Source: an optimization exercise on an open RTL-to-GDS flow (aim: small area, a short achievable clock period and few clock cycles). Production flows keep margins and buffers that such runs may drop. Where RTL was checked, it was by simulation tests only, not by an equivalence proof against the original. Power is estimated from default activity; no workload was simulated.

==> inputs of 11-22 <==
// servo_pwm_channel_generator
module servo_pwm_channel_generator
(
    input  logic                             clk,
    input  logic                             rst_n,
    input  logic                             req_valid,
    output logic                             req_ready,
    input  logic [spg_pkg::ACTION_W-1:0]     req_action,
    input  logic [spg_pkg::CH_W-1:0]         req_channel,
    input  logic [spg_pkg::PULSE_W-1:0]      req_pulse_us,
    output logic                             rsp_valid,
    input  logic                             rsp_ready,
    output logic [spg_pkg::FREQ_W-1:0]       rsp_readback_us,
    output logic [spg_pkg::FREQ_W-1:0]       rsp_group_freq_hz,
    output logic [spg_pkg::PIN_W-1:0]        rsp_pin_levels,
    output logic                             rsp_channel_valid,
    input  logic                             cfg_valid,
    output logic                             cfg_ready,
    input  logic [spg_pkg::REG_IDX_W-1:0]    cfg_index,
    input  logic [spg_pkg::CFG_DATA_W-1:0]   cfg_data
);
==> module servo_pwm_channel_generator, before the edit <==
module servo_pwm_channel_generator
(
    input  logic                             clk,
    input  logic                             rst_n,
    input  logic                             req_valid,
    output logic                             req_ready,
    input  logic [spg_pkg::ACTION_W-1:0]     req_action,
    input  logic [spg_pkg::CH_W-1:0]         req_channel,
    input  logic [spg_pkg::PULSE_W-1:0]      req_pulse_us,
    output logic                             rsp_valid,
    input  logic                             rsp_ready,
    output logic [spg_pkg::FREQ_W-1:0]       rsp_readback_us,
    output logic [spg_pkg::FREQ_W-1:0]       rsp_group_freq_hz,
    output logic [spg_pkg::PIN_W-1:0]        rsp_pin_levels,
    output logic                             rsp_channel_valid,
    input  logic                             cfg_valid,
    output logic                             cfg_ready,
    input  logic [spg_pkg::REG_IDX_W-1:0]    cfg_index,
    input  logic [spg_pkg::CFG_DATA_W-1:0]   cfg_data
);
    logic [spg_pkg::CLAMP_W-1:0]                          min_pulse;
    logic [spg_pkg::CLAMP_W-1:0]                          max_pulse;
    logic [spg_pkg::PIN_W-1:0]                            pin_enable;
    logic [spg_pkg::GROUP_COUNT-1:0][spg_pkg::TOP_W-1:0]  top;
    logic [spg_pkg::GROUP_COUNT-1:0][spg_pkg::FREQ_W-1:0] freq_rb;
    logic                                                 cfg_idle;
    logic                                                 top_busy;
    logic                                                 freq_done;
    logic                                                 freq_pending;
    logic                                                 tick_safe;
    logic [1:0]                                           busy_grp;
    logic                                                 item_free;
    logic                                                 req_ok;
    logic                                                 cfg_ok;
    logic                                                 item_first_reg;
    logic                                                 accept;
    logic                                                 cfg_fire;
    logic                                                 cfg_plain;
    spg_config u_config
    (
        .clk        (clk),
        .rst_n      (rst_n),
        .cfg_fire   (cfg_fire),
        .cfg_plain  (cfg_plain),
        .cfg_index  (cfg_index),
        .cfg_data   (cfg_data),
        .min_pulse  (min_pulse),
        .max_pulse  (max_pulse),
        .pin_enable (pin_enable),
        .top        (top),
        .freq_rb    (freq_rb),
        .idle       (cfg_idle),
        .top_busy   (top_busy),
        .freq_done  (freq_done),
        .freq_pending (freq_pending),
        .busy_grp     (busy_grp)
    );
    spg_core u_core
    (
        .clk               (clk),
        .rst_n             (rst_n),
        .accept            (accept),
        .req_action        (req_action),
        .req_channel       (req_channel),
        .req_pulse_us      (req_pulse_us),
        .min_pulse         (min_pulse),
        .max_pulse         (max_pulse),
        .pin_enable        (pin_enable),
        .top               (top),
        .freq_rb           (freq_rb),
        .freq_done         (freq_done),
        .busy_grp          (busy_grp),
        .freq_pending      (freq_pending),
        .top_busy          (top_busy),
        .tick_safe         (tick_safe),
        .item_free         (item_free),
        .rsp_valid         (rsp_valid),
        .rsp_ready         (rsp_ready),
        .rsp_readback_us   (rsp_readback_us),
        .rsp_group_freq_hz (rsp_group_freq_hz),
        .rsp_pin_levels    (rsp_pin_levels),
        .rsp_channel_valid (rsp_channel_valid)
    );
    assign req_ok    = item_free && (!top_busy || tick_safe);
    assign cfg_ok    = item_free && (cfg_idle || cfg_plain);
    assign req_ready = req_ok && !(cfg_valid && !item_first_reg);
    assign cfg_ready = cfg_ok && !(req_valid && item_first_reg);
    assign accept    = req_valid && req_ready;
    assign cfg_fire  = cfg_valid && cfg_ready;
    always_ff @(posedge clk or negedge rst_n)
    begin
        if (!rst_n)
        begin
            item_first_reg <= 1'b0;
        end
        else if (cfg_fire)
        begin
            item_first_reg <= 1'b1;
        end
        else if (accept)
        begin
            item_first_reg <= 1'b0;
        end
    end
endmodule
make LEC_CHECK=0 CAP_MARGIN=20 CORE_MARGIN=2 CORE_UTILIZATION=50 CTS_BUF_LIST='sky130_fd_sc_hd__clkbuf_4 sky130_fd_sc_hd__clkbuf_8' PLACE_DENSITY=0.65 SETUP_SLACK_MARGIN=3.7 SLEW_MARGIN=20 TNS_END_PERCENT=20 finish   # period 7.0 ns
run.sh (not shown) runs the stock make flow with config.mk's settings and CLKGATE_MAP_FILE= SYNTH_SCRIPT=/design/flow/synth_recipe.tcl, a recipe that flattens the netlist after the stock synthesis.
==> inputs of 07-02, as changes to 11-22 <==
--- a/flow/design.v
+++ b/flow/design.v
@@ -141,29 +141,31 @@
     assign divisor_reg   = div_reg;
 endmodule
 `timescale 1ns / 1ps
 module spg_config
 (
     input  logic                                          clk,
     input  logic                                          rst_n,
     input  logic                                          cfg_fire,
-    output logic                                          cfg_plain,
     input  logic [spg_pkg::REG_IDX_W-1:0]                 cfg_index,
     input  logic [spg_pkg::CFG_DATA_W-1:0]                cfg_data,
     output logic [spg_pkg::CLAMP_W-1:0]                   min_pulse,
     output logic [spg_pkg::CLAMP_W-1:0]                   max_pulse,
     output logic [spg_pkg::PIN_W-1:0]                     pin_enable,
     output logic [spg_pkg::GROUP_COUNT-1:0][spg_pkg::TOP_W-1:0]  top,
     output logic [spg_pkg::GROUP_COUNT-1:0][spg_pkg::FREQ_W-1:0] freq_rb,
     output logic                                          idle,
     output logic                                          top_busy,
+    output logic                                          freq_busy,
     output logic                                          freq_done,
     output logic                                          freq_pending,
-    output logic [1:0]                                    busy_grp
+    output logic [1:0]                                    busy_grp,
+    output logic [1:0]                                    next_grp,
+    output logic [spg_pkg::ZERO_W-1:0]                    next_zeros
 );
     logic [spg_pkg::CLAMP_W-1:0]                          min_reg;
     logic [spg_pkg::CLAMP_W-1:0]                          max_reg;
     logic [spg_pkg::PIN_W-1:0]                            enable_reg;
     logic [spg_pkg::GROUP_COUNT-1:0][spg_pkg::TOP_W-1:0]  top_reg;
     logic [spg_pkg::GROUP_COUNT-1:0][spg_pkg::FREQ_W-1:0] freq_reg;
     logic                                                 top_busy_reg;
     logic                                                 need_freq_reg;
@@ -180,59 +182,54 @@
     logic [spg_pkg::TOP_W-1:0]                            quotient;
     logic [spg_pkg::TOP_W-1:0]                            divisor;
     logic                                                 last_step;
     logic                                                 div_small;
     logic [spg_pkg::TOP_W-1:0]                            top_val;
     logic [spg_pkg::FREQ_W-1:0]                           freq_val;
     logic [spg_pkg::FREQ_W-1:0]                           cfg_freq;
     logic                                                 cfg_need_freq;
-    logic                                                 cfg_div;
-    logic [spg_pkg::TOP_W-1:0]                            top_bound;
-    logic [spg_pkg::TOP_W-1:0]                            top_src;
+    logic [spg_pkg::ZERO_W-1:0]                           zeros_reg;
     spg_divider u_divider
     (
         .clk           (clk),
         .load          (div_load),
         .divisor       (div_in),
         .zeros         (zeros),
         .quotient_next (quotient),
         .divisor_reg   (divisor)
     );
     assign cfg_top = (cfg_index == spg_pkg::REG_TOP_C) ? cfg_data
                                                        : {1'b0, cfg_data[spg_pkg::FREQ_W-1:0]};
     assign cfg_grp = (cfg_index == spg_pkg::REG_FREQ_A) ? spg_pkg::GRP_A :
                      (cfg_index == spg_pkg::REG_FREQ_B) ? spg_pkg::GRP_B : spg_pkg::GRP_D;
     assign div_in   = prep_reg ? divisor : (top_busy_reg ? top_val : cfg_top);
-    assign div_load = cfg_div || (top_busy_reg && last_step) || prep_reg;
+    assign div_load = cfg_fire || (top_busy_reg && last_step) || prep_reg;
     assign zeros_of = prep_reg ? divisor : cfg_top;
     assign zeros    = spg_pkg::div_zeros(zeros_of);
     assign last_step   = (step_reg == '0);
     assign div_small   = (divisor < spg_pkg::DIV_MIN_DIVISOR);
     assign top_val     = div_small ? {spg_pkg::TOP_W{1'b1}} : quotient;
     assign freq_val    = (div_small || quotient[spg_pkg::TOP_W-1]) ? {spg_pkg::FREQ_W{1'b1}}
                                                                    : quotient[spg_pkg::FREQ_W-1:0];
     assign cfg_freq      = (cfg_top < spg_pkg::DIV_MIN_DIVISOR) ? spg_pkg::SAT_TOP_FREQ
                                                                 : cfg_top[spg_pkg::FREQ_W-1:0];
     assign cfg_need_freq = (cfg_top > spg_pkg::EXACT_FREQ_MAX);
-    assign cfg_plain = (cfg_index == spg_pkg::REG_MIN_PULSE) || (cfg_index == spg_pkg::REG_MAX_PULSE)
-                    || (cfg_index == spg_pkg::REG_ENABLE) || (cfg_index == 3'd7);
-    assign cfg_div   = cfg_fire && !cfg_plain;
     always_ff @(posedge clk or negedge rst_n)
     begin
         if (!rst_n)
         begin
             top_busy_reg  <= 1'b0;
             prep_reg      <= 1'b0;
             freq_busy_reg <= 1'b0;
         end
         else
         begin
             prep_reg <= 1'b0;
-            if (cfg_div)
+            if (cfg_fire)
             begin
                 if ((cfg_index == spg_pkg::REG_FREQ_A) || (cfg_index == spg_pkg::REG_FREQ_B)
                     || (cfg_index == spg_pkg::REG_FREQ_D))
                 begin
                     top_busy_reg <= 1'b1;
                 end
                 if (cfg_index == spg_pkg::REG_TOP_C)
                 begin
@@ -261,37 +258,33 @@
     logic                                                 enable_we;
     logic [spg_pkg::GROUP_COUNT-1:0]                      top_we;
     logic [spg_pkg::GROUP_COUNT-1:0]                      freq_we;
     logic [spg_pkg::TOP_W-1:0]                            cfg_wd;
     logic [spg_pkg::GROUP_COUNT-1:0][spg_pkg::TOP_W-1:0]  top_wd;
     logic [spg_pkg::FREQ_W-1:0]                           freq_wd;
     assign top_done  = top_busy_reg && last_step;
     assign freq_last = freq_busy_reg && !prep_reg && last_step;
-    assign top_bound = {spg_pkg::TOP_W{1'b1}} >> (32'(zeros) + 1);
-    assign top_src   = top_busy_reg ? top_val
-                     : ((cfg_index == spg_pkg::REG_TOP_C) ? cfg_data : top_bound);
     always_comb
     begin
         min_we    = !rst_n || (cfg_fire && (cfg_index == spg_pkg::REG_MIN_PULSE));
         max_we    = !rst_n || (cfg_fire && (cfg_index == spg_pkg::REG_MAX_PULSE));
         enable_we = !rst_n || (cfg_fire && (cfg_index == spg_pkg::REG_ENABLE));
         cfg_wd    = cfg_data;
         for (int g = 0; g < spg_pkg::GROUP_COUNT; g++)
         begin
             top_we[g]  = !rst_n || (top_done && (grp_reg == 2'(g)))
-                      || (cfg_fire && (cfg_index == spg_pkg::REG_TOP_C) && (g == spg_pkg::GRP_C))
-                      || (cfg_fire && (cfg_grp == 2'(g))
-                          && ((cfg_index == spg_pkg::REG_FREQ_A) || (cfg_index == spg_pkg::REG_FREQ_B)
-                              || (cfg_index == spg_pkg::REG_FREQ_D)));
+                      || (cfg_fire && (cfg_index == spg_pkg::REG_TOP_C) && (g == spg_pkg::GRP_C));
             freq_we[g] = !rst_n || ((grp_reg == 2'(g)) && freq_last)
                       || (cfg_fire && !cfg_need_freq && (cfg_grp == 2'(g))
                           && ((cfg_index == spg_pkg::REG_FREQ_A) || (cfg_index == spg_pkg::REG_FREQ_B)
                               || (cfg_index == spg_pkg::REG_FREQ_D)));
-            top_wd[g]  = spg_pkg::reset_or(rst_n, top_src, spg_pkg::RESET_TOP);
+            top_wd[g]  = spg_pkg::reset_or(rst_n,
+                             (g == spg_pkg::GRP_C && !top_busy_reg) ? cfg_data : top_val,
+                             spg_pkg::RESET_TOP);
         end
         freq_wd = spg_pkg::FREQ_W'(spg_pkg::reset_or(rst_n,
                       spg_pkg::TOP_W'(freq_busy_reg ? freq_val : cfg_freq),
                       spg_pkg::TOP_W'(spg_pkg::RESET_FREQ)));
     end
     always_ff @(posedge clk)
     begin
         if (min_we)
@@ -319,43 +312,47 @@
             begin
                 freq_reg[g] <= freq_wd;
             end
         end
     end
     always_ff @(posedge clk)
     begin
         step_reg <= step_reg - 1'b1;
-        if (cfg_div)
+        if (cfg_fire)
         begin
             step_reg <= spg_pkg::div_last_step(zeros);
             if (cfg_index == spg_pkg::REG_TOP_C)
             begin
                 grp_reg <= spg_pkg::GRP_C;
             end
             else
             begin
                 grp_reg       <= cfg_grp;
                 need_freq_reg <= cfg_need_freq;
+                zeros_reg     <= zeros;
             end
         end
         else if (prep_reg)
         begin
             step_reg <= spg_pkg::div_last_step(zeros);
         end
     end
     assign min_pulse  = min_reg;
     assign max_pulse  = max_reg;
     assign pin_enable = enable_reg;
     assign top        = top_reg;
     assign freq_rb    = freq_reg;
     assign idle       = !top_busy_reg && !freq_busy_reg;
     assign top_busy   = top_busy_reg;
+    assign freq_busy  = freq_busy_reg;
     assign freq_done  = freq_last;
     assign freq_pending = freq_busy_reg || (top_busy_reg && need_freq_reg);
+    assign next_grp   = cfg_fire ? cfg_grp : grp_reg;
+    assign next_zeros = cfg_fire ? zeros : zeros_reg;
     assign busy_grp   = grp_reg;
 endmodule
 `timescale 1ns / 1ps
 module spg_core
 (
     input  logic                                          clk,
     input  logic                                          rst_n,
     input  logic                                          accept,
@@ -366,16 +363,18 @@
     input  logic [spg_pkg::CLAMP_W-1:0]                   max_pulse,
     input  logic [spg_pkg::PIN_W-1:0]                     pin_enable,
     input  logic [spg_pkg::GROUP_COUNT-1:0][spg_pkg::TOP_W-1:0]  top,
     input  logic [spg_pkg::GROUP_COUNT-1:0][spg_pkg::FREQ_W-1:0] freq_rb,
     input  logic                                          freq_done,
     input  logic [1:0]                                    busy_grp,
     input  logic                                          freq_pending,
     input  logic                                          top_busy,
+    input  logic [1:0]                                    next_grp,
+    input  logic [spg_pkg::ZERO_W-1:0]                    next_zeros,
     output logic                                          tick_safe,
     output logic                                          item_free,
     output logic                                          rsp_valid,
     input  logic                                          rsp_ready,
     output logic [spg_pkg::FREQ_W-1:0]                    rsp_readback_us,
     output logic [spg_pkg::FREQ_W-1:0]                    rsp_group_freq_hz,
     output logic [spg_pkg::PIN_W-1:0]                     rsp_pin_levels,
     output logic                                          rsp_channel_valid
@@ -387,17 +386,16 @@
     logic [spg_pkg::CH_W-1:0]    item_ch_reg;
     logic                        item_read_reg;
     logic                        res_valid_reg;
     logic [spg_pkg::FREQ_W-1:0]  res_readback_reg;
     logic [spg_pkg::FREQ_W-1:0]  res_freq_reg;
     logic [spg_pkg::PIN_W-1:0]   res_pins_reg;
     logic                        res_chan_valid_reg;
     logic                        move;
-    logic [spg_pkg::GROUP_COUNT-1:0] at_top;
     logic                        item_chan_valid;
     logic [spg_pkg::FREQ_W-1:0]  readback;
     logic [spg_pkg::PIN_W-1:0]   pins;
     logic [spg_pkg::CLAMP_W-1:0] clamped;
     always_comb
     begin
         if (!spg_pkg::le16(req_pulse_us, spg_pkg::PULSE_W'(max_pulse)))
         begin
@@ -423,19 +421,18 @@
             cmp_we[i] = !rst_n || (accept && (req_action == spg_pkg::ACT_WRITE)
                                    && (req_channel == spg_pkg::CH_W'(i)));
         end
         cmp_wd = spg_pkg::FREQ_W'(spg_pkg::reset_or(rst_n, spg_pkg::TOP_W'(clamped),
                                                     spg_pkg::TOP_W'({spg_pkg::FREQ_W{1'b1}})));
         cnt_we = !rst_n || (accept && (req_action == spg_pkg::ACT_TICK));
         for (int g = 0; g < spg_pkg::GROUP_COUNT; g++)
         begin
-            at_top[g] = spg_pkg::le16(top[g], cnt_reg[g]);
             cnt_wd[g] = spg_pkg::reset_or(rst_n,
-                            (at_top[g] && !(top_busy && (busy_grp == 2'(g))))
+                            (spg_pkg::le16(top[g], cnt_reg[g]) && !(top_busy && (busy_grp == 2'(g))))
                             ? '0 : cnt_reg[g] + 1'b1, '0);
         end
     end
     always_ff @(posedge clk)
     begin
         for (int i = 0; i < spg_pkg::CHANNEL_COUNT; i++)
         begin
             if (cmp_we[i])
@@ -510,21 +507,25 @@
         if (move)
         begin
             res_readback_reg   <= readback;
             res_freq_reg       <= item_chan_valid ? freq_rb[spg_pkg::grp_of(item_ch_reg)] : '0;
             res_pins_reg       <= pins;
             res_chan_valid_reg <= item_chan_valid;
         end
     end
-    logic                            safe_next;
-    logic                            tick_safe_reg;
+    logic [spg_pkg::TOP_W-1:0] safe_cnt;
+    logic [spg_pkg::TOP_W-1:0] safe_mask;
+    logic                      safe_next;
+    logic                      tick_safe_reg;
     always_comb
     begin
-        safe_next = top_busy && !at_top[busy_grp];
+        safe_cnt  = cnt_reg[next_grp];
+        safe_mask = spg_pkg::TOP_W'({spg_pkg::TOP_W{1'b1}} >> (32'(next_zeros) + 1));
+        safe_next = ((safe_cnt & ~safe_mask) == '0) && ((safe_cnt & safe_mask) != safe_mask);
     end
     always_ff @(posedge clk or negedge rst_n)
     begin
         if (!rst_n)
         begin
             tick_safe_reg <= 1'b0;
         end
         else
@@ -562,45 +563,49 @@
 );
     logic [spg_pkg::CLAMP_W-1:0]                          min_pulse;
     logic [spg_pkg::CLAMP_W-1:0]                          max_pulse;
     logic [spg_pkg::PIN_W-1:0]                            pin_enable;
     logic [spg_pkg::GROUP_COUNT-1:0][spg_pkg::TOP_W-1:0]  top;
     logic [spg_pkg::GROUP_COUNT-1:0][spg_pkg::FREQ_W-1:0] freq_rb;
     logic                                                 cfg_idle;
     logic                                                 top_busy;
+    logic                                                 freq_busy;
     logic                                                 freq_done;
     logic                                                 freq_pending;
+    logic [1:0]                                           next_grp;
+    logic [spg_pkg::ZERO_W-1:0]                           next_zeros;
     logic                                                 tick_safe;
     logic [1:0]                                           busy_grp;
     logic                                                 item_free;
     logic                                                 req_ok;
     logic                                                 cfg_ok;
     logic                                                 item_first_reg;
     logic                                                 accept;
     logic                                                 cfg_fire;
-    logic                                                 cfg_plain;
     spg_config u_config
     (
         .clk        (clk),
         .rst_n      (rst_n),
         .cfg_fire   (cfg_fire),
-        .cfg_plain  (cfg_plain),
         .cfg_index  (cfg_index),
         .cfg_data   (cfg_data),
         .min_pulse  (min_pulse),
         .max_pulse  (max_pulse),
         .pin_enable (pin_enable),
         .top        (top),
         .freq_rb    (freq_rb),
         .idle       (cfg_idle),
         .top_busy   (top_busy),
+        .freq_busy  (freq_busy),
         .freq_done  (freq_done),
         .freq_pending (freq_pending),
-        .busy_grp     (busy_grp)
+        .busy_grp   (busy_grp),
+        .next_grp   (next_grp),
+        .next_zeros (next_zeros)
     );
     spg_core u_core
     (
         .clk               (clk),
         .rst_n             (rst_n),
         .accept            (accept),
         .req_action        (req_action),
         .req_channel       (req_channel),
@@ -609,29 +614,31 @@
         .max_pulse         (max_pulse),
         .pin_enable        (pin_enable),
         .top               (top),
         .freq_rb           (freq_rb),
         .freq_done         (freq_done),
         .busy_grp          (busy_grp),
         .freq_pending      (freq_pending),
         .top_busy          (top_busy),
+        .next_grp          (next_grp),
+        .next_zeros        (next_zeros),
         .tick_safe         (tick_safe),
         .item_free         (item_free),
         .rsp_valid         (rsp_valid),
         .rsp_ready         (rsp_ready),
         .rsp_readback_us   (rsp_readback_us),
         .rsp_group_freq_hz (rsp_group_freq_hz),
         .rsp_pin_levels    (rsp_pin_levels),
         .rsp_channel_valid (rsp_channel_valid)
     );
     assign req_ok    = item_free && (!top_busy || tick_safe);
-    assign cfg_ok    = item_free && (cfg_idle || cfg_plain);
-    assign req_ready = req_ok && !(cfg_valid && !item_first_reg);
-    assign cfg_ready = cfg_ok && !(req_valid && item_first_reg);
+    assign cfg_ok    = item_free && cfg_idle;
+    assign req_ready = req_ok && !(cfg_valid && cfg_ok && !item_first_reg);
+    assign cfg_ready = cfg_ok && !(req_valid && req_ok && item_first_reg);
     assign accept    = req_valid && req_ready;
     assign cfg_fire  = cfg_valid && cfg_ready;
     always_ff @(posedge clk or negedge rst_n)
     begin
         if (!rst_n)
         begin
             item_first_reg <= 1'b0;
         end
- CTS_BUF_LIST: sky130_fd_sc_hd__clkbuf_4 sky130_fd_sc_hd__clkbuf_8 -> sky130_fd_sc_hd__clkbuf_4
- SETUP_SLACK_MARGIN: 3.7 -> 3.5
- TNS_END_PERCENT: 20 -> unset
==> inputs of 08-15, as changes to 11-22 <==
--- a/flow/design.v
+++ b/flow/design.v
@@ -261,17 +261,34 @@
     logic                                                 enable_we;
     logic [spg_pkg::GROUP_COUNT-1:0]                      top_we;
     logic [spg_pkg::GROUP_COUNT-1:0]                      freq_we;
     logic [spg_pkg::TOP_W-1:0]                            cfg_wd;
     logic [spg_pkg::GROUP_COUNT-1:0][spg_pkg::TOP_W-1:0]  top_wd;
     logic [spg_pkg::FREQ_W-1:0]                           freq_wd;
     assign top_done  = top_busy_reg && last_step;
     assign freq_last = freq_busy_reg && !prep_reg && last_step;
-    assign top_bound = {spg_pkg::TOP_W{1'b1}} >> (32'(zeros) + 1);
+    always_comb
+    begin
+        for (int j = 0; j < spg_pkg::TOP_W; j++)
+        begin
+            if (j >= spg_pkg::TOP_W - 1)
+            begin
+                top_bound[j] = 1'b0;
+            end
+            else if (spg_pkg::TOP_W - 1 - j > spg_pkg::MAX_ZEROS)
+            begin
+                top_bound[j] = 1'b1;
+            end
+            else
+            begin
+                top_bound[j] = (32'(cfg_top) <= (spg_pkg::TICKS_PER_SECOND >> (j + 1)));
+            end
+        end
+    end
     assign top_src   = top_busy_reg ? top_val
                      : ((cfg_index == spg_pkg::REG_TOP_C) ? cfg_data : top_bound);
     always_comb
     begin
         min_we    = !rst_n || (cfg_fire && (cfg_index == spg_pkg::REG_MIN_PULSE));
         max_we    = !rst_n || (cfg_fire && (cfg_index == spg_pkg::REG_MAX_PULSE));
         enable_we = !rst_n || (cfg_fire && (cfg_index == spg_pkg::REG_ENABLE));
         cfg_wd    = cfg_data;
==> inputs of 01-11, as changes to 11-22 <==
--- a/flow/design.v
+++ b/flow/design.v
@@ -620,18 +620,18 @@
         .rsp_ready         (rsp_ready),
         .rsp_readback_us   (rsp_readback_us),
         .rsp_group_freq_hz (rsp_group_freq_hz),
         .rsp_pin_levels    (rsp_pin_levels),
         .rsp_channel_valid (rsp_channel_valid)
     );
     assign req_ok    = item_free && (!top_busy || tick_safe);
     assign cfg_ok    = item_free && (cfg_idle || cfg_plain);
-    assign req_ready = req_ok && !(cfg_valid && !item_first_reg);
-    assign cfg_ready = cfg_ok && !(req_valid && item_first_reg);
+    assign req_ready = req_ok && !(cfg_valid && cfg_ok && !item_first_reg);
+    assign cfg_ready = cfg_ok && !(req_valid && req_ok && item_first_reg);
     assign accept    = req_valid && req_ready;
     assign cfg_fire  = cfg_valid && cfg_ready;
     always_ff @(posedge clk or negedge rst_n)
     begin
         if (!rst_n)
         begin
             item_first_reg <= 1'b0;
         end
- CORE_UTILIZATION: 50 -> 58
- PLACE_DENSITY: 0.65 -> 0.7
==> summary of the runs <==
- Of 01-11 and 07-02, 07-02 has the higher routed wire length (gap 10%, measured against 07-02).
- Combinational power, highest first: 07-02, 01-11, 11-22, 08-15.
- Between 01-11 and 11-22, the lower critical path depth is in 11-22 (gap 2).
- Of 07-02 and 11-22, 07-02 has the higher non-clock buffer count (gap 32).
- Die area, highest first: 07-02, 08-15, 11-22, 01-11.
- The highest final area belongs to 07-02, the lowest to 08-15.
- Sequential cell count: 07-02 is higher than 11-22 (4).
- In synthesized cell count, 08-15 and 07-02 hardly differ.
- 11-22 completed with no timing, DRC or antenna violations. 01-11 passed the timing, DRC and antenna checks. 08-15 finished with timing, DRC and antenna clean. 07-02 produced a clean layout.
- The lowest sequential share of layout area belongs to 07-02, the highest to 08-15.
- Setup slack: 07-02 is worse than 08-15 (0.18 ns).
- Worst hold slack: 08-15 is lower than 07-02 (0.0015 ns).
Testbench counts of 11-22, summed over its fixed seeds: cycles 25,737.
Only the layout flow was run in 07-02, 08-15 and 01-11; the RTL was not checked for function there.

static timing again, ports no longer ideal:
The flow's constraints put no driver on any port. The routed layouts listed below were extracted and timed again, unchanged, in two steps.
Step 1 assumes that a clkbuf_16 drives the clock port and a buf_2 every other input.
Step 2, shift: input delay + t, output delay - t, t = (earliest + latest rising clock arrival at the registers) / 2. This alone moves slack from input paths to output paths.
a / b / c = ideal ports / drivers / drivers and shift; a / b = the first two.
run	t (ns)	slack for setup (ns)	slew at the worst register clock pin (ns)	worst slew at a driven data input, ns	cell pins on the clock port's net
11-22	0.724	3.469 / 3.432 / 2.821	0.07 / 0.07	0.09	1
07-02	1.057	3.143 / 3.143 / 2.420	0.08 / 0.08	0.05	1
08-15	0.736	3.324 / 3.322 / 2.586	0.07 / 0.07	0.15	1
01-11	0.734	3.428 / 3.380 / 2.785	0.07 / 0.07	0.06	1
After both steps every run listed still meets setup and hold. For 08-15, which loses most, drivers alone change the setup slack by -0.002 ns; drivers and shift together by -0.738 ns.
